This design comes from an exercise in tuning for small area on the open sky130 flow, not from production work. Only simulation tests tie the RTL to the original design; equivalence was not proved. Power figures rest on the tool's default switching activity, not on a simulated workload. No driver is modelled on the clock port, so clocking that relies on it looks cheaper here than on a real chip.

===== design.v =====
module add_round_key_pipe #(
  parameter int DATA_WIDTH = 128,
  parameter int NUM_KEYS   = 11,
  parameter int KEY_IDX_W  = 4
) (
  input  logic                  clk,
  input  logic                  rst,
  input  logic                  key_wr_en,
  input  logic [KEY_IDX_W-1:0]  key_wr_idx,
  input  logic [DATA_WIDTH-1:0] key_wr_data,
  input  logic                  key_clr,
  input  logic [DATA_WIDTH-1:0] data_in,
  input  logic [KEY_IDX_W-1:0]  data_in_idx,
  input  logic                  data_in_vld,
  output logic                  data_in_rdy,
  output logic [DATA_WIDTH-1:0] block_data_out,
  output logic                  block_data_out_vld,
  input  logic                  block_data_out_rdy,
  output logic                  block_data_out_err
);
  logic [DATA_WIDTH-1:0] key_q [NUM_KEYS];
  logic [DATA_WIDTH-1:0] key_d [NUM_KEYS];
  logic [NUM_KEYS-1:0]   key_vld_q, key_vld_d;
  logic [DATA_WIDTH-1:0] out_q, out_d;
  logic                  vld_q, vld_d;
  logic                  err_q, err_d;
  logic                  key_hit;
  logic [DATA_WIDTH-1:0] key_sel;
  logic                  accept;
  always_comb begin
    key_hit = 1'b0;
    key_sel = '0;
    for (int i = 0; i < NUM_KEYS; i++) begin
      if (data_in_idx == KEY_IDX_W'(i) && key_vld_q[i]) begin
        key_hit = 1'b1;
        key_sel = key_q[i];
      end
    end
  end
  always_comb begin
    for (int i = 0; i < NUM_KEYS; i++) key_d[i] = key_q[i];
    key_vld_d = key_vld_q;
    if (key_clr) begin
      for (int i = 0; i < NUM_KEYS; i++) key_d[i] = '0;
      key_vld_d = '0;
    end else if (key_wr_en) begin
      for (int i = 0; i < NUM_KEYS; i++) begin
        if (key_wr_idx == KEY_IDX_W'(i)) begin
          key_d[i]     = key_wr_data;
          key_vld_d[i] = 1'b1;
        end
      end
    end
  end
  assign data_in_rdy = !vld_q || block_data_out_rdy;
  assign accept      = data_in_vld && data_in_rdy;
  always_comb begin
    out_d = out_q;
    vld_d = vld_q;
    err_d = err_q;
    if (accept) begin
      vld_d = 1'b1;
      if (key_hit) begin
        out_d = data_in ^ key_sel;
        err_d = 1'b0;
      end else begin
        out_d = '0;
        err_d = 1'b1;
      end
    end else if (vld_q && block_data_out_rdy) begin
      vld_d = 1'b0;
    end
  end
  always_ff @(posedge clk or posedge rst) begin
    if (rst) begin
      for (int i = 0; i < NUM_KEYS; i++) key_q[i] <= '0;
      key_vld_q <= '0;
      out_q     <= '0;
      vld_q     <= 1'b0;
      err_q     <= 1'b0;
    end else begin
      for (int i = 0; i < NUM_KEYS; i++) key_q[i] <= key_d[i];
      key_vld_q <= key_vld_d;
      out_q     <= out_d;
      vld_q     <= vld_d;
      err_q     <= err_d;
    end
  end
  assign block_data_out     = out_q;
  assign block_data_out_vld = vld_q;
  assign block_data_out_err = err_q;
endmodule

===== run.sh =====
#!/bin/bash
# synth_recipe.tcl (not shown) runs the flow's synth.tcl, then flattens the netlist and writes it again
# the make line also repeats each setting of config.mk as NAME=value (left out here)
make -C /OpenROAD-flow-scripts/flow DESIGN_CONFIG=/design/flow/config.mk WORK_HOME=/design/flow/orfs CLKGATE_MAP_FILE= SYNTH_SCRIPT=/design/flow/synth_recipe.tcl finish

===== config.mk =====
export PLATFORM = sky130hd
export DESIGN_NAME = add_round_key_pipe
export DESIGN_NICKNAME = add_round_key_pipe
export VERILOG_FILES = /design/flow/design.v
export SDC_FILE = /design/flow/constraint.sdc
export NUM_CORES = 4
export LEC_CHECK = 0
export CAP_MARGIN = 20
export CORE_MARGIN = 2
export CORE_UTILIZATION = 40
export SLEW_MARGIN = 20

===== constraint.sdc =====
create_clock -name core_clock -period 4.0 [get_ports {clk}]
set_input_delay 0.8000 -clock core_clock [delete_from_list [all_inputs] [get_ports {clk}]]
set_output_delay 0.8000 -clock core_clock [all_outputs]
set_load 0.01 [all_outputs]

==> qor.yml, run 1 <==
cp.arrival_ns: 3.65
skew_ns: 0.0363
ios: 401
drtAntennaViolNets: 0
ys_types: 60
setup_violations: 0
place_inst: 11012
die_h_microns: 433
post_cts_resize_count: 0
clock-sinks: 1549
internal-power_mw: 25.5
cts-root-buf: "clkbuf_16"
clk_path_buf_depth: 3
crit_fanout: 37
pwr-share-seq_pct: 46.8
p_clk_share_pct: 46.6
synth-seq-cells: 1549
clk_latency_ns: 0.86
synthesis.area_sq_mm: 0.0735
fp-row-count: 157
io_buffer_count: 400
holdBufCountCts: 0
cts_buffers: 171
period_needed_ns: 2.92
hpwl_microns: 171000
final_nets: 8991
path_clk_slew_ns: 0.06
utilization_pct: 47.6
stdcell_count: 11339
gp_congestion: 0.854
synth_edf_count: 0
total_power_mw: 34.2
grt_max_degree: 166
syn_area_per_cell_sq_um: 8.41
p_per_area_mw_per_mm2: 393
worstSetupEndpointType: "register"
fin_area_sq_mm: 0.0871
status: "no timing/DRC/antenna violations"
grt_overflow: 0
sw_frac_of_total_pct: 25.4
max_stage_delay_ns: 0.59
mostFrequentLayoutCells: "3051 x nand2_1, 1546 x dfrtp_1, 1531 x a21oi_1"
area_delta_synth_final_pct: 18.5
worstHoldPathType: "in -> async"
drv_slew: 0
post_dp_cell_area_sq_mm: 0.0815
wl_per_cell_microns: 25.4
crit_type: "in -> reg"
finalHoldViolations: 0
drive_gt1_share_pct: 8.02
leakagePower_nw: 35.2
combPwrFrac_pct: 6.7
ys_seq_area_share_pct: 52.7
drc_errors: 0
start_util_pct: 40.2
grt_use_total_pct: 30.3
cpMostUsedCell: "buf_4"
grt_pass1_wl_microns: 432000
grt_pass1_vias: 66667
dieArea_sq_mm: 0.187
tns_ns: 0
fp.coreArea_sq_mm: 0.183
cp.required_ns: 4.72
die_x_microns: 433
synthFlopType: "dfrtp_1"
switching_power_mw: 8.70
period_share_pct: 73.1
cts_tree: "yes"
max-vdd-ir-drop_v: 0.000504
slew-limit-headroom_pct: 45.1
cts_setup_buffers: 0
fin_ws_ns: 1.08
final_common_cell: "nand2_1"
synthCells: 8750
drt-initial-drc-count: 7596
tightest_slew_ns: 0.823
pre_cts_ws_ns: 0.253
crit_chain: "clkdlybuf4s50_1 > buf_4 > nor4b_1 > and2_4 > buf_4 > buf_12 > a21oi_1 > a31o_2 > a21o_1 > a32o_1"
viasPerCell: 5.95
antenna_found_initial: 33
fmax_mhz: 342
syn_nets: 9020
dr.pass1.iters: 6
num_vias: 67500
timing.hold.ws_ns: 0.326
yosys_warnings: 3
synth_async_sr_flop_share_pct: 100
cap_violations: 0
start_kind: "primary input"
fillers: 17322
wl_microns: 288000
rsz0062_at_grt: "no"
worst_path_max_delay_cell: "clkdlybuf4s50_1"
htreeDepth: 4
## area by class of cell
| cell class | count | area [sq um] | share of cell area (%) |
|---|---|---|---|
| sequential | 1549 | 38800 | 44.5 |
| multi-input combinational | 6197 | 31100 | 35.7 |
| timing repair buffer | 681 | 8070 | 9.26 |
| clock buffer | 261 | 5060 | 5.81 |
| tap | 2464 | 3080 | 3.54 |
| clock inverter | 47 | 558 | 0.640 |
| inverter | 121 | 458 | 0.526 |
| antenna | 19 | 47.5 | 0.0546 |
## power groups by stage
stage	Combinational (mW)	Sequential (mW)	Clock, mW
2_1_floorplan	1.14	16.3	0
3_3_place_gp	2.24	16.3	0
3_5_place_dp	2.26	16.3	0
4_1_cts	2.27	16.0	16.1
5_1_grt	2.44	16.0	16.8
6_report	2.28	16.0	15.9
## cells by family (layout without fill, tap and decap cells)
kind of cell | after synthesis | after routing | synth area share, %
compound gates | 2545 | 2545 | 21.4
buf+inv | 1004 | 1110 | 5.40
flops | 1549 | 1549 | 52.7
mux | 10 | 10 | 0.136
other cells | 0 | 19 | 0
simple gates | 3642 | 3642 | 20.3
## Yosys cell counts (6+ instances only)
| cell type | instances | area share (%) |
|---|---|---|
| o21ai_0 | 125 | 0.85 |
| buf_4 | 17 | 0.17 |
| o21ai_1 | 11 | 0.075 |
| a32o_1 | 127 | 1.7 |
| dfrtp_1 | 1549 | 53 |
| nand2_1 | 3061 | 16 |
| a21o_1 | 117 | 1.2 |
| a221oi_1 | 115 | 1.4 |
| a22oi_1 | 149 | 1.5 |
| a222oi_1 | 10 | 0.14 |
| buf_6 | 10 | 0.15 |
| inv_1 | 121 | 0.62 |
| buf_2 | 51 | 0.35 |
| a31o_1 | 50 | 0.60 |
| buf_1 | 25 | 0.13 |
| clkbuf_1 | 778 | 4.0 |
| or3_1 | 128 | 1.1 |
| o31ai_1 | 117 | 1.2 |
| o22ai_2 | 50 | 0.85 |
| o22ai_1 | 64 | 0.54 |
| nand3_1 | 132 | 0.90 |
| a31o_2 | 66 | 0.79 |
| and3_1 | 242 | 2.1 |
| nand2b_1 | 6 | 0.051 |
| mux2i_1 | 10 | 0.14 |
| nor2_1 | 31 | 0.16 |
| a21oi_1 | 1531 | 10 |
## critical path, delay by kind of cell
family	cells	cell delay, ns
compound gates	4	0.82
simple gates	2	0.66
buf+inv	4	1.32
## flip-flops by register name, indices dropped and copies added, names as in the netlist
register / cells
key_vld_q: 11
err_q: 1
key_q: 1408
out_q: 128
vld_q: 1
## metal layers
metal	track usage, %	up-vias	share of wire, %
met5	0	-	0.022
met4	13.2	10	4.1
met3	6.34	668	9.5
met2	47.9	3466	47
met1	40.3	33681	40
li1	-	29675	-
## path summary, 6_finish.rpt
path	from	endpoint	slack [ns]	cells after the start
setup / recovery	data_in_idx[1]	out_q[85]$_DFFE_PP0P_	1.08	10
hold / removal	rst	out_q[119]$_DFFE_PP0P_	0.33	2
setup reg to reg	key_vld_q[7]$_DFFE_PP0P_	out_q[7]$_DFFE_PP0P_	1.17	7
hold reg to reg	out_q[10]$_DFFE_PP0P_	out_q[10]$_DFFE_PP0P_	0.49	1
max in group asynchronous	rst	key_q[1][89]$_DFFE_PP0P_	2.26	4
min in group core_clock	key_clr	key_q[3][31]$_DFFE_PP0P_	0.44	2
==> run 2: changes to the inputs <==
==> design.v (replaced) <==
module ark_key_wmux #(
  parameter int W = 128
) (
  input  logic [W-1:0] q,
  input  logic [W-1:0] wd,
  input  logic         en,
  input  logic         en_n,
  output logic [W-1:0] d
);
  assign d = (q & {W{en_n}}) | (wd & {W{en}});
endmodule
module ark_aoi222 (
  input  logic a1, a2, b1, b2, c1, c2,
  output logic y
);
  assign y = !((a1 & a2) | (b1 & b2) | (c1 & c2));
endmodule
module ark_obit (
  input  logic [3:0] p_n,
  input  logic       din,
  input  logic       hit,
  output logic       dout
);
  assign dout = (din & hit) ^ !(&p_n);
endmodule
module ark_rbit (
  input  logic [11:0] src,
  input  logic [11:0] sel,
  input  logic        din,
  input  logic        hit,
  output logic        dout
);
  logic [3:0] p_n;
  for (genvar g = 0; g < 4; g++) begin : g_p
    ark_aoi222 u_aoi (
      .a1(src[3*g]),   .a2(sel[3*g]),
      .b1(src[3*g+1]), .b2(sel[3*g+1]),
      .c1(src[3*g+2]), .c2(sel[3*g+2]),
      .y(p_n[g])
    );
  end
  ark_obit u_o (.p_n(p_n), .din(din), .hit(hit), .dout(dout));
endmodule
module add_round_key_pipe #(
  parameter int DATA_WIDTH = 128,
  parameter int NUM_KEYS   = 11,
  parameter int KEY_IDX_W  = 4
) (
  input  logic                  clk,
  input  logic                  rst,
  input  logic                  key_wr_en,
  input  logic [KEY_IDX_W-1:0]  key_wr_idx,
  input  logic [DATA_WIDTH-1:0] key_wr_data,
  input  logic                  key_clr,
  input  logic [DATA_WIDTH-1:0] data_in,
  input  logic [KEY_IDX_W-1:0]  data_in_idx,
  input  logic                  data_in_vld,
  output logic                  data_in_rdy,
  output logic [DATA_WIDTH-1:0] block_data_out,
  output logic                  block_data_out_vld,
  input  logic                  block_data_out_rdy,
  output logic                  block_data_out_err
);
  logic [DATA_WIDTH-1:0] key_q [NUM_KEYS];
  logic [DATA_WIDTH-1:0] key_d [NUM_KEYS];
  logic [NUM_KEYS-1:0]   key_we;
  logic [NUM_KEYS-1:0]   key_vld_q;
  logic [DATA_WIDTH-1:0] out_q, out_d;
  logic                  vld_q;
  logic                  err_q;
  logic [11:0]           sel;
  logic                  hit;
  assign data_in_rdy = !vld_q || block_data_out_rdy;
  for (genvar i = 0; i < NUM_KEYS; i++) begin : g_key
    assign key_we[i] = key_wr_en && key_wr_idx == KEY_IDX_W'(i);
    ark_key_wmux #(.W(DATA_WIDTH)) u_wmux (
      .q(key_q[i]), .wd(key_wr_data), .en(key_we[i]), .en_n(!key_we[i]), .d(key_d[i])
    );
    assign sel[i] = data_in_rdy && data_in_idx == KEY_IDX_W'(i) && key_vld_q[i];
  end
  assign sel[11] = !data_in_rdy;
  assign hit = |sel[NUM_KEYS-1:0];
  for (genvar b = 0; b < DATA_WIDTH; b++) begin : g_bit
    logic [11:0] src;
    for (genvar i = 0; i < NUM_KEYS; i++) begin : g_src
      assign src[i] = key_q[i][b];
    end
    assign src[11] = out_q[b];
    ark_rbit u_rbit (.src(src), .sel(sel), .din(data_in[b]), .hit(hit), .dout(out_d[b]));
  end
  always_ff @(posedge clk) begin
    for (int i = 0; i < NUM_KEYS; i++) key_q[i] <= key_d[i];
    out_q <= out_d;
    if (data_in_rdy) err_q <= !hit;
  end
  always_ff @(posedge clk or posedge rst) begin
    if (rst) begin
      key_vld_q <= '0;
      vld_q     <= 1'b0;
    end else begin
      if (key_clr) key_vld_q <= '0;
      else key_vld_q <= key_vld_q | key_we;
      if (data_in_rdy) vld_q <= data_in_vld;
    end
  end
  assign block_data_out     = out_q;
  assign block_data_out_vld = vld_q;
  assign block_data_out_err = err_q;
endmodule
--- a/config.mk
+++ b/config.mk
@@ -7,5 +7,6 @@
 export LEC_CHECK = 0
 export CAP_MARGIN = 20
 export CORE_MARGIN = 2
-export CORE_UTILIZATION = 40
+export CORE_UTILIZATION = 65
 export SLEW_MARGIN = 20
+export SYNTH_HIERARCHICAL = 1
==> qor.yml, run 2 <==
status: "no timing/DRC/antenna violations"
cts_tree: "yes"
synth_edf_count: 1
r2r_slack_ns: 1.26
ys_top_cells_by_area: "dfxtp_1 55%, a22o_1 22%, a222oi_1 9.2%"
syn_nets: 4655
met3_usage_pct: 9.65
busiest_layer: "met2"
synth_async_sr_flop_share_pct: 0.775
synth-seq-cells: 1549
cp.arrival_ns: 2.53
fp-row-count: 107
drc_errors: 0
max-vdd-ir-drop_v: 0.000498
slew-limit-headroom_pct: 31.0
area_delta_synth_final_pct: 14.4
reg.largest.list: "key_q: 1408 flops, out_q: 128 flops, key_vld_q: 11 flops"
synth.area.mux_share_pct: 0.0626
fmax_mhz: 301
path_delay_family: "buffers and inverters"
setup_violations: 0
drive_gt1_share_pct: 8.61
cts-root-buf: "clkbuf_16"
synth_compound_area_share_pct: 31.2
period_needed_ns: 3.33
grt_use_total_pct: 40.9
max_stage_delay_ns: 0.62
drt-initial-drc-count: 7397
clock-sinks: 1549
dr.pass1.iters: 9
syn_area_per_cell_sq_um: 12.8
crit_type: "in -> out"
clk_path_buf_depth: 3
yosys_warnings: 10
wl_per_cell_microns: 32.0
start_kind: "primary input"
drtAntennaViolNets: 0
hpwl_microns: 96500
mostFrequentLayoutCells: "1536 x dfxtp_1, 1409 x a22o_1, 512 x a222oi_1"
crit_fanout: 5
grt_pass1_wl_microns: 281000
pre_cts_ws_ns: 0.387
cts_buffers: 150
period_share_pct: 83.1
dieArea_sq_mm: 0.0885
synth_top_family_by_area: "compound AO/OA/AOI/OAI gates"
grt_overflow: 0
yosys.area_share.simple_pct: 3.03
wl_microns: 189000
synthFlopType: "dfxtp_1"
clk_latency_ns: 0.75
worstSetupEndpointType: "output port"
cpMostUsedCell: "clkdlybuf4s50_1"
synth_top_area_share_pct: 54.9
synthTopCellsByCount: "1536 x dfxtp_1, 1409 x a22o_1, 512 x a222oi_1"
rsz0062_at_grt: "no"
synth_xor_area_share_pct: 2.00
antenna_found_initial: 31
post_dp_cell_area_sq_mm: 0.0588
timing.hold.ws_ns: 0.435
synth-adder-area-share_pct: 0
htreeDepth: 4
crit_chain: "clkdlybuf4s50_1 > nor2b_4 > buf_4 > inv_1 > clkdlybuf4s50_1"
gp_congestion: 0.810
fin_ws_ns: 0.674
die_h_microns: 297
finalHoldViolations: 0
final_common_cell: "dfxtp_1"
io_buffer_count: 400
post_cts_resize_count: 0
path_clk_slew_ns: 0.06
synthCells: 4385
grt_max_degree: 130
leakagePower_nw: 24.5
fin_area_sq_mm: 0.0641
cts_setup_buffers: 0
yosys.cell_count.top_type: "dfxtp_1"
die_x_microns: 297
num_vias: 44666
p_per_area_mw_per_mm2: 614
grt_util_met1_pct: 56.1
total_power_mw: 39.3
worst_path_max_delay_cell: "clkdlybuf4s50_1"
viasPerCell: 7.57
fp.coreArea_sq_mm: 0.0853
ys_seq_area_share_pct: 55.5
ios: 401
largest_reg_flops: 1408
holdBufCountCts: 0
synthesis.area_sq_mm: 0.0560
grt_use_met2_pct: 61.9
top_register: "key_q"
tightest_slew_ns: 1.03
drv_slew: 0
start_util_pct: 65.6
utilization_pct: 75.1
cap_violations: 0
skew_ns: 0.0174
cp_num_buf_inv: 4
final_nets: 4889
grt_pass1_vias: 43351
synth_area_leader_cell: "dfxtp_1"
ys_types: 33
cp.required_ns: 3.20
worstHoldPathType: "in -> async"
-- run 2: cell types whose count changed after synthesis, moves of 267 or more --
cell      previous run  this run
clkbuf_1           778         1
nand2_1           3061       137
dfxtp_1              0      1536
a21oi_1           1531         0
dfrtp_1           1549        12
a22o_1               0      1409
buf_6               10       277
a222oi_1            10       512
-- run 2: path summary, 6_finish.rpt --
path | start | to | cells after the start
worst max register to register | vld_q$_DFFE_PP0N_ | out_q[45]$_DFF_P_ | 7
worst max-delay path | block_data_out_rdy | data_in_rdy | 5
max in group asynchronous | rst | key_vld_q[2]$_DFF_PP0_ | 2
worst min-delay path | rst | key_vld_q[7]$_DFF_PP0_ | 2
min in group core_clock | key_q[9][116]$_DFF_P_ | key_q[9][116]$_DFF_P_ | 1
worst min register to register | key_q[9][116]$_DFF_P_ | key_q[9][116]$_DFF_P_ | 1
-- run 2: cell type report --
| type | count | area [sq um] |
|---|---|---|
| multi-input cells | 2383 | 20500 |
| diodes | 18 | 45.0 |
| clock inverters | 54 | 718 |
| flip-flops and latches | 1549 | 31100 |
| well taps | 1144 | 1430 |
| inverters | 13 | 106 |
| fillers | 5821 | 21200 |
| repair buffers | 522 | 5650 |
| clock buffers | 220 | 4540 |
-- run 2: Yosys stat by module, one instance, submodules excluded, excerpt --
| module | flops+latches | cells inside | cell area, sq um | copies in the design |
|---|---|---|---|---|
| ark_obit | 0 | 3 | 18.8 | 128 |
| ark_aoi222 | 0 | 1 | 10.0 | 512 |
| add_round_key_pipe | 1549 | 1773 | 32600 | 1 |
-- run 2: routing by layer --
layer	part of all wire (%)	up-vias
met4	3.6	30
met2	44	3442
met1	39	22044
met3	13	520
met5	0.10	-
li1	-	18630
-- run 2: worst register-to-register path: stages (launching register included) --
cell and delay (ns):
dfrtp_1 0.38, nor2b_4 0.16, nor3_2 0.27, and3_4 0.88
buf_4 0.50, a222oi_1 0.20, nand4_1 0.16, xnor2_1 0.13
-- run 2: where the power goes --
group	internal, mW	switching [mW]	leakage (nW)
clock network	8.86	6.11	2.59
registers	18.6	1.72	13.0
logic	2.79	1.30	8.98
-- run 2: kinds of logic after synthesis --
| group | Yosys count |
|---|---|
| XOR/XNOR | 128 |
| flip-flops | 1549 |
| buffers and inverters | 453 |
| AO/OA/AOI/OAI | 1924 |
| multiplexers | 3 |
| AND/OR/NAND/NOR | 328 |
-- run 2: stage by stage --
step,TNS [ns],instances
floorplan,-119.46,4385
global placement,0,5611
detailed placement,0,5611
CTS,0,5885
global route,0,5903
finish,0,5903
==> run 3: changes to the inputs <==
==> flow/run.sh (new file) <==
#!/bin/bash
# The standard layout, with two changes: port buffers use the smallest buffer cell, and
# clock tree synthesis inserts no dummy loads. Each tool's output goes to a log of its own.
set -euo pipefail
bash standard.sh \
  BUFFER_PORTS_ARGS="-buffer_cell sky130_fd_sc_hd__buf_1" \
  CTS_ARGS="-sink_clustering_enable -repair_clock_nets -dont_use_dummy_load -sink_clustering_size 30 -sink_clustering_max_diameter 100" \
  finish > flow_make.log 2>&1
==> standard.sh (new file) <==
#!/bin/bash
# synth_recipe.tcl (not shown) runs the flow's synth.tcl, then flattens the netlist and writes it again
# the make line also repeats each setting of config.mk as NAME=value (left out here)
make -C /OpenROAD-flow-scripts/flow DESIGN_CONFIG=/design/flow/config.mk WORK_HOME=/design/flow/orfs CLKGATE_MAP_FILE= SYNTH_SCRIPT=/design/flow/synth_recipe.tcl "${@:-finish}"
--- a/config.mk
+++ b/config.mk
@@ -5,8 +5,8 @@
 export SDC_FILE = /design/flow/constraint.sdc
 export NUM_CORES = 4
 export LEC_CHECK = 0
-export CAP_MARGIN = 20
+export CAP_MARGIN = 0
 export CORE_MARGIN = 2
 export CORE_UTILIZATION = 65
-export SLEW_MARGIN = 20
+export SLEW_MARGIN = 0
 export SYNTH_HIERARCHICAL = 1
removed: run.sh
==> qor.yml, run 3 <==
ios: 401
fp-row-count: 107
num_vias: 43008
grt_use_total_pct: 38.7
grt_pass1_wl_microns: 267000
die_h_microns: 297
fmax_mhz: 353
viasPerCell: 7.61
grt_overflow: 0
drt-initial-drc-count: 7441
max-vdd-ir-drop_v: 0.000401
crit_fanout: 10
antenna_found_initial: 25
mostFrequentLayoutCells: "1536 x dfxtp_1, 1409 x a22o_1, 512 x a222oi_1"
finalHoldViolations: 0
synthTopCellsByCount: "1536 x dfxtp_1, 1409 x a22o_1, 512 x a222oi_1"
cp.required_ns: 3.20
cts-root-buf: "clkbuf_16"
r2r_slack_ns: 1.25
period_needed_ns: 2.83
route.top_layer_used: "met5"
p_per_area_mw_per_mm2: 544
synth_top_area_share_pct: 54.9
drv_slew: 0
cts_setup_buffers: 0
start_util_pct: 65.6
setup_violations: 0
hpwl_microns: 93600
synthCells: 4385
yosys.cell_count.top_type: "dfxtp_1"
total_power_mw: 31.2
synth_edf_count: 1
ys_seq_area_share_pct: 55.5
clk_latency_ns: 0.69
grt_pass1_vias: 40971
cap_violations: 0
drive_gt1_share_pct: 4.27
holdBufCountCts: 0
cp.arrival_ns: 2.03
syn_area_per_cell_sq_um: 12.8
htreeDepth: 2
clock-sinks: 1549
fillers: 6588
gp_congestion: 0.816
final_common_cell: "dfxtp_1"
area_delta_synth_final_pct: 2.38
grt_max_degree: 130
reg.largest.list: "key_q: 1408 flops, out_q: 128 flops, key_vld_q: 11 flops"
status: "no timing/DRC/antenna violations"
dr.pass1.iters: 12
leakagePower_nw: 21.4
top_register: "key_q"
dieArea_sq_mm: 0.0885
synth_area_leader_cell: "dfxtp_1"
r2r_cells: 7
ff_latch_area_sq_mm: 0.0311
worstSetupEndpointType: "output port"
wl_per_cell_microns: 31.9
period_share_pct: 70.8
cts_buffers: 57
synthesis.area_sq_mm: 0.0560
cts_tree: "yes"
crit_type: "reg -> out"
r2r_end: "out_q[74]$_DFF_P_"
synthFlopType: "dfxtp_1"
largest_reg_flops: 1408
yosys_warnings: 10
final_nets: 4768
wl_met2_microns: 78800
tightest_slew_ns: 1.24
io_buffer_count: 400
start_kind: "register"
fin_area_sq_mm: 0.0573
path_clk_slew_ns: 0.11
post_dp_cell_area_sq_mm: 0.0558
ys_types: 33
ys_top_cells_by_area: "dfxtp_1 55%, a22o_1 22%, a222oi_1 9.2%"
drtAntennaViolNets: 0
slew-limit-headroom_pct: 17.1
r2r_start: "vld_q$_DFFE_PP0N_"
synth-seq-cells: 1549
wl_microns: 180000
clk_path_buf_depth: 3
skew_ns: 0.0324
wl_met1_microns: 72900
syn_nets: 4655
fp.coreArea_sq_mm: 0.0853
wl_met3_microns: 23100
drc_errors: 0
multi_input_area_sq_mm: 0.0205
die_x_microns: 297
post_cts_resize_count: 0
synth_async_sr_flop_share_pct: 0.775
worstHoldPathType: "in -> async"
rsz0062_at_grt: "no"
[run 3: cell count changes in the layout (fill, tap and decap cells not counted), moves of 2 or more]
cell,delta
clkbuf_16,-103
clkinv_8,-3
clkinv_2,-27
buf_12,-16
clkbuf_1,-29
buf_1,+400
buf_4,-12
clkdlybuf4s50_1,-400
clkbuf_8,-31
diode_2,-3
clkinvlp_4,-5
inv_6,-2
bufinv_16,-15
[run 3: stage by stage]
stage          hold slack (ns)  TNS [ns]  util (%)  worst slack (ns)  instances
2_1_floorplan            0.455   -119.46         -            -0.933       4385
3_3_place_gp             0.465         0      65.5             0.819       5583
3_5_place_dp             0.470         0      65.5             0.790       5583
4_1_cts                  0.128         0      67.1              1.18       5640
5_1_grt                  0.186         0      67.2              1.08       5651
6_report                 0.156         0      67.2              1.17       5655
[run 3: worst max-delay path by stage]
stage | from | to | depth (start not counted)
final | vld_q$_DFFE_PP0N_ | data_in_rdy | 3
after global routing | vld_q$_DFFE_PP0N_ | data_in_rdy | 3
after CTS | vld_q$_DFFE_PP0N_ | data_in_rdy | 3
after detailed placement | data_in_idx[1] | out_q[126]$_DFF_P_ | 7
after global placement | data_in_idx[2] | out_q[83]$_DFF_P_ | 7
after floorplan | block_data_out_rdy | out_q[0]$_DFF_P_ | 7
[run 3: routing by layer]
metal  vias up  track usage [%]
met2      2911             58.2
met1     21507             54.7
met3       340             9.22
li1      18228                -
met4        22             13.3
met5         -                0
[run 3: modules after synthesis, one instance, submodules excluded, a selection]
| module | area (sq um) | cells inside | copies in the design | flip-flops and latches |
|---|---|---|---|---|
| ark_obit | 18.8 | 3 | 128 | 0 |
| add_round_key_pipe | 32600 | 1773 | 1 | 1549 |
| ark_aoi222 | 10.0 | 1 | 512 | 0 |
[run 3: cells by family (layout without fill, tap and decap cells)]
family / Yosys count / in the layout / synth area share [%]
AOI/OAI and AO/OA: 1924 / 1924 / 31.2
DFF: 1549 / 1549 / 55.5
buffers and inverters: 453 / 564 / 8.14
and+or+nand+nor: 328 / 328 / 3.03
xor gates and xnor gates: 128 / 128 / 2.00
muxes: 3 / 3 / 0.0626
other: 0 / 15 / 0
[run 3: cell type report]
| type | count | share of cell area [%] |
|---|---|---|
| Tap cell | 1144 | 2.50 |
| Antenna cell | 15 | 0.0655 |
| Inverter | 13 | 0.181 |
| Clock buffer | 57 | 2.49 |
| Sequential cell | 1549 | 54.2 |
| Multi-Input combinational cell | 2383 | 35.8 |
| Timing Repair Buffer | 494 | 4.77 |
[run 3: power by group]
group / total [mW] / switching, mW / leakage (nW) / internal (mW)
Sequential: 20.2 / 1.69 / 13.0 / 18.5
Clock: 7.16 / 4.59 / 0.703 / 2.57
Combinational: 3.82 / 1.26 / 7.74 / 2.56
[run 3: critical path, cell delays in order (launching register included)]
cell and delay (ns):
dfrtp_1 0.36, nor2b_4 0.45, inv_1 0.33, buf_1 0.21
==> run 4: changes to the inputs <==
--- a/config.mk
+++ b/config.mk
@@ -5,8 +5,10 @@
 export SDC_FILE = /design/flow/constraint.sdc
 export NUM_CORES = 4
 export LEC_CHECK = 0
-export CAP_MARGIN = 0
+export CAP_MARGIN = 20
 export CORE_MARGIN = 2
 export CORE_UTILIZATION = 65
-export SLEW_MARGIN = 0
+export CTS_CLUSTER_DIAMETER = 100
+export CTS_CLUSTER_SIZE = 30
+export SLEW_MARGIN = 20
 export SYNTH_HIERARCHICAL = 1
==> qor.yml, run 4 <==
ys_types: 33
grt_overflow: 0
yosys_warnings: 10
slew-limit-headroom_pct: 17.1
wl_met2_microns: 78800
period_share_pct: 70.8
die_x_microns: 297
viasPerCell: 7.61
wl_met3_microns: 23100
max_stage_delay_ns: 0.45
clock-sinks: 1549
worstSetupEndpointType: "output port"
cp.arrival_ns: 2.03
path_clk_slew_ns: 0.11
grt_pass1_vias: 40971
cap_violations: 0
drtAntennaViolNets: 0
crit_fanout: 10
crit_chain: "nor2b_4 > inv_1 > buf_1"
gp_congestion: 0.816
status: "no timing/DRC/antenna violations"
htreeDepth: 2
largest_reg_flops: 1408
worstHoldPathType: "in -> async"
timing.hold.ws_ns: 0.156
crit_type: "reg -> out"
synth_async_sr_flop_share_pct: 0.775
drv_slew: 0
io_buffer_count: 400
fmax_mhz: 353
yosys.cell_count.top_type: "dfxtp_1"
synth_edf_count: 1
holdBufCountCts: 0
setup_violations: 0
grt_max_degree: 130
reg.largest.list: "key_q: 1408 flops, out_q: 128 flops, key_vld_q: 11 flops"
wl_per_cell_microns: 31.9
antenna_found_initial: 25
place_inst: 5583
drc_errors: 0
route.top_layer_used: "met5"
synthesis.area_sq_mm: 0.0560
cts_buffers: 57
synth_area_leader_cell: "dfxtp_1"
leakagePower_nw: 21.4
synthFlopType: "dfxtp_1"
syn_area_per_cell_sq_um: 12.8
num_vias: 43008
fin_area_sq_mm: 0.0573
syn_nets: 4655
wl_microns: 180000
clk_latency_ns: 0.69
cts_tree: "yes"
clk_path_buf_depth: 3
ys_seq_area_share_pct: 55.5
grt_pass1_wl_microns: 267000
mostFrequentLayoutCells: "1536 x dfxtp_1, 1409 x a22o_1, 512 x a222oi_1"
dieArea_sq_mm: 0.0885
ios: 401
max-vdd-ir-drop_v: 0.000401
fp.coreArea_sq_mm: 0.0853
synth-seq-cells: 1549
grt_use_total_pct: 38.7
ys_top_cells_by_area: "dfxtp_1 55%, a22o_1 22%, a222oi_1 9.2%"
final_common_cell: "dfxtp_1"
post_dp_cell_area_sq_mm: 0.0558
hpwl_microns: 93600
cts-root-buf: "clkbuf_16"
area_delta_synth_final_pct: 2.38
drive_gt1_share_pct: 4.27
top_register: "key_q"
fp-row-count: 107
period_needed_ns: 2.83
tns_ns: 0
p_per_area_mw_per_mm2: 544
synthTopCellsByCount: "1536 x dfxtp_1, 1409 x a22o_1, 512 x a222oi_1"
final_nets: 4768
dr.pass1.iters: 12
skew_ns: 0.0324
post_cts_resize_count: 0
cp.required_ns: 3.20
finalHoldViolations: 0
wl_met1_microns: 72900
tightest_slew_ns: 1.24
drt-initial-drc-count: 7441
start_kind: "register"
stdcell_count: 5655
cts_setup_buffers: 0
die_h_microns: 297
rsz0062_at_grt: "no"
worst_path_max_delay_cell: "nor2b_4"
synth_top_area_share_pct: 54.9
start_util_pct: 65.6
synthCells: 4385
run 4: metrics by stage:
step,power [mW],worst slack [ns],util (%)
4_1_cts,31.1,1.18,67.1
5_1_grt,32.3,1.08,67.2
2_1_floorplan,23.2,-0.933,-
3_3_place_gp,24.1,0.819,65.5
6_report,31.2,1.17,67.2
3_5_place_dp,24.2,0.790,65.5
run 4: per-layer routing:
layer / track usage, % / up-vias
li1: - / 18228
met1: 54.7 / 21507
met2: 58.2 / 2911
met3: 9.22 / 340
met4: 13.3 / 22
met5: 0 / -
run 4: cells by family (layout without fill, tap and decap cells):
logic type	after synthesis	after routing	share of synthesized area, %
DFF	1549	1549	55.5
xor gates and xnor gates	128	128	2.00
AOI/OAI and AO/OA	1924	1924	31.2
muxes	3	3	0.0626
other	0	15	0
buffers and inverters	453	564	8.14
and+or+nand+nor	328	328	3.03
run 4: final timing paths:
kind	from	end	slack, ns	cells past startpoint
min	rst	vld_q$_DFFE_PP0N_	0.16	2
max	vld_q$_DFFE_PP0N_	data_in_rdy	1.17	3
min in group core_clock	data_in_vld	vld_q$_DFFE_PP0N_	0.30	2
max in group asynchronous	rst	key_vld_q[6]$_DFF_PP0_	3.44	2
min reg2reg	key_q[5][85]$_DFF_P_	key_q[5][85]$_DFF_P_	0.49	1
max reg2reg	vld_q$_DFFE_PP0N_	out_q[74]$_DFF_P_	1.25	7
run 4: report_power, final:
part | internal (mW) | switching (mW) | total (mW)
Clock | 2.57 | 4.59 | 7.16
Sequential | 18.5 | 1.69 | 20.2
Combinational | 2.56 | 1.26 | 3.82
run 4: worst max-delay path, delay by kind of cell (launching register included):
family	cells	cell delay, ns
simple gates	1	0.45
flops	1	0.36
buf+inv	2	0.54
run 4: final cells by class:
class                           instances  area [sq um]
Multi-Input combinational cell       2383         20500
Antenna cell                           15          37.5
Fill cell                            6588         28000
Timing Repair Buffer                  494          2730
Clock buffer                           57          1430
Sequential cell                      1549         31100
Inverter                               13           104
Tap cell                             1144          1430
run 4: per-module statistics from Yosys, one instance, submodules excluded, a selection:
module | cells | area, sq um
ark_aoi222 | 1 | 10.0
ark_obit | 3 | 18.8
add_round_key_pipe | 1773 | 32600
==> run 5: changes to the inputs <==
==> flow/run.sh (replaced) <==
#!/bin/bash
# The standard layout, with two changes: port buffers use the smallest buffer cell, and
# clock tree synthesis inserts no dummy loads. Each tool's output goes to a log of its own.
set -euo pipefail
bash standard.sh \
  BUFFER_PORTS_ARGS="-buffer_cell sky130_fd_sc_hd__buf_1" \
  CTS_ARGS="-sink_clustering_enable -repair_clock_nets -dont_use_dummy_load -sink_clustering_size 24 -sink_clustering_max_diameter 80" \
  finish > flow_make.log 2>&1
==> config.mk (replaced) <==
export PLATFORM = sky130hd
export DESIGN_NAME = add_round_key_pipe
export DESIGN_NICKNAME = add_round_key_pipe
export VERILOG_FILES = /design/flow/design.v
export SDC_FILE = /design/flow/constraint.sdc
export NUM_CORES = 4
export LEC_CHECK = 0
export CAP_MARGIN = 0
export CORE_MARGIN = 2
export CORE_UTILIZATION = 65
export SLEW_MARGIN = 0
export SYNTH_HIERARCHICAL = 1
==> qor.yml, run 5 <==
skew_ns: 0.0563
die_h_microns: 297
worstSetupEndpointType: "output port"
r2r_start: "vld_q$_DFFE_PP0N_"
fp-row-count: 107
htreeDepth: 3
synth_edf_count: 1
sw_frac_of_total_pct: 24.0
grt_max_degree: 130
reg.largest.list: "key_q: 1408 flops, out_q: 128 flops, key_vld_q: 11 flops"
dr.pass1.iters: 15
synthesis.area_sq_mm: 0.0560
p_per_area_mw_per_mm2: 556
synthCells: 4385
largest_reg_flops: 1408
place_inst: 5583
pre_cts_ws_ns: 0.790
switching_power_mw: 7.69
cts-root-buf: "clkbuf_16"
synth_area_leader_cell: "dfxtp_1"
cts_buffers: 74
pwr-share-seq_pct: 63.0
yosys_warnings: 10
cts_setup_buffers: 0
cp.required_ns: 3.20
synth_top_area_share_pct: 54.9
max-vdd-ir-drop_v: 0.000491
top_register: "key_q"
hpwl_microns: 93600
total_power_mw: 32.1
met3_usage_pct: 9.05
finalHoldViolations: 0
period_share_pct: 70.0
grt_overflow: 0
clk_latency_ns: 0.66
num_vias: 43456
synthTopCellsByCount: "1536 x dfxtp_1, 1409 x a22o_1, 512 x a222oi_1"
drive_gt1_share_pct: 4.63
tightest_slew_ns: 1.26
fmax_mhz: 357
utilization_pct: 67.7
slew-limit-headroom_pct: 16.0
path_clk_slew_ns: 0.09
clk_path_buf_depth: 3
grt_use_total_pct: 38.9
start_kind: "register"
ys_seq_area_share_pct: 55.5
crit_type: "reg -> out"
crit_fanout: 10
grt_use_met2_pct: 58.4
worstHoldPathType: "in -> async"
start_util_pct: 65.6
synthFlopType: "dfxtp_1"
drtAntennaViolNets: 0
cp.arrival_ns: 2.00
syn_nets: 4655
stdcell_count: 5672
synth-seq-cells: 1549
antenna_found_initial: 27
drv_slew: 0
fin_ws_ns: 1.20
combPwrFrac_pct: 11.9
ys_top_cells_by_area: "dfxtp_1 55%, a22o_1 22%, a222oi_1 9.2%"
leakagePower_nw: 21.6
area_delta_synth_final_pct: 3.14
clock-sinks: 1549
synth_async_sr_flop_share_pct: 0.775
status: "no timing/DRC/antenna violations"
busiest_layer: "met2"
final_nets: 4785
grt_util_met1_pct: 54.9
dieArea_sq_mm: 0.0885
drt-initial-drc-count: 7288
rsz0062_at_grt: "no"
cap_violations: 0
final_common_cell: "dfxtp_1"
setup_violations: 0
fp.coreArea_sq_mm: 0.0853
drc_errors: 0
holdBufCountCts: 0
r2r_slack_ns: 1.25
internal-power_mw: 24.4
io_buffer_count: 400
yosys.cell_count.top_type: "dfxtp_1"
ys_types: 33
wl_per_cell_microns: 31.8
mostFrequentLayoutCells: "1536 x dfxtp_1, 1409 x a22o_1, 512 x a222oi_1"
die_x_microns: 297
p_clk_share_pct: 25.1
syn_area_per_cell_sq_um: 12.8
r2r_end: "out_q[63]$_DFF_P_"
grt_pass1_wl_microns: 267000
wl_microns: 181000
post_cts_resize_count: 0
viasPerCell: 7.66
ios: 401
period_needed_ns: 2.80
gp_congestion: 0.816
r2r_cells: 7
cts_tree: "yes"
grt_pass1_vias: 41045
==> run 5: cells by family after synthesis <==
family	count (synthesis)	share of synthesized area, %
AOI/OAI and AO/OA	1924	31.2
xor gates and xnor gates	128	2.00
DFF	1549	55.5
muxes	3	0.0626
buffers and inverters	453	8.14
and+or+nand+nor	328	3.03
==> run 5: power groups by stage <==
stage / Sequential [mW] / Clock, mW / Combinational [mW]
after floorplan: 20.0 / 0 / 3.15
final: 20.2 / 8.07 / 3.81
after detailed placement: 20.4 / 0 / 3.78
after global routing: 20.5 / 8.66 / 4.12
after global placement: 20.4 / 0 / 3.62
after CTS: 20.1 / 8.12 / 3.78
==> run 5: worst max-delay path by stage <==
stage                       startpoint                 end  depth (start not counted)
floorplan           block_data_out_rdy    out_q[0]$_DFF_P_                          7
global placement        data_in_idx[2]   out_q[83]$_DFF_P_                          7
detailed placement      data_in_idx[1]  out_q[126]$_DFF_P_                          7
CTS                  vld_q$_DFFE_PP0N_         data_in_rdy                          3
global route         vld_q$_DFFE_PP0N_         data_in_rdy                          3
finish               vld_q$_DFFE_PP0N_         data_in_rdy                          3
==> run 5: worst max-delay path, stage by stage (launching register included) <==
cell     delay [ns]
dfrtp_1        0.36
nor2b_4        0.44
inv_1          0.32
buf_1          0.21
==> run 5: per-stage QoR <==
stage                     instance area [sq um]  hold slack (ns)  TNS (ns)
after floorplan                           56000            0.455   -119.46
after global placement                    55800            0.465         0
after detailed placement                  55800            0.470         0
after CTS                                 57700            0.150         0
after global routing                      57700            0.202         0
final                                     57700            0.179         0
==> run 5: final cells by class <==
class | count | area (sq um)
Antenna cell | 15 | 37.5
Clock buffer | 74 | 1850
Fill cell | 6544 | 27600
Inverter | 13 | 104
Multi-Input combinational cell | 2383 | 20500
Sequential cell | 1549 | 31100
Tap cell | 1144 | 1430
Timing Repair Buffer | 494 | 2730
==> run 5: layer usage <==
| layer | part of all wire (%) | wire [microns] | vias up |
|---|---|---|---|
| met3 | 12 | 22600 | 404 |
| li1 | - | - | 18266 |
| met1 | 41 | 73200 | 21862 |
| met4 | 3.5 | 6230 | 26 |
| met5 | 0.079 | 143 | - |
| met2 | 43 | 78500 | 2898 |
==> run 5: Yosys stat by module (local to each module, per instance), excerpt <==
module / flip-flops and latches / copies in the design / cells inside / cell area [sq um]
add_round_key_pipe: 1549 / 1 / 1773 / 32600
ark_obit: 0 / 128 / 3 / 18.8
ark_aoi222: 0 / 512 / 1 / 10.0

[port drivers added, routing unchanged]
No port has a modelled driver above. Below, the same layouts with a new extraction and two added sets of constraints. Step 1 assumes that a clkbuf_16 drives the clock port and a buf_2 every other input. Step 2 times the ports against the registers' clock, not the clock port: input delays grow and output delays shrink by t, the midpoint of the rising clock arrivals with the driver on. Slacks: ideal / step 1 / step 2; pairs: ideal / step 1.
run	t, ns	setup slack, ns	worst setup path at the end	slew at the worst register clock pin (ns)	worst data-port slew with drivers (ns)
run 1	0.930	1.077 / 1.041 / 0.138	input to register	0.07 / 0.07	0.26
run 2	0.817	0.674 / 0.647 / 0.205	input to register	0.07 / 0.07	0.14
run 3	0.752	1.167 / 1.093 / 0.594	input to register	0.11 / 0.11	0.17
run 4	0.752	1.167 / 1.093 / 0.594	input to register	0.11 / 0.11	0.17
run 5	0.704	1.202 / 1.127 / 0.613	input to register	0.10 / 0.10	0.16
After both steps every run listed still meets setup and hold. The setup slack of run 1, which loses most, moves by -0.036 ns with the drivers and by -0.939 ns with both steps.
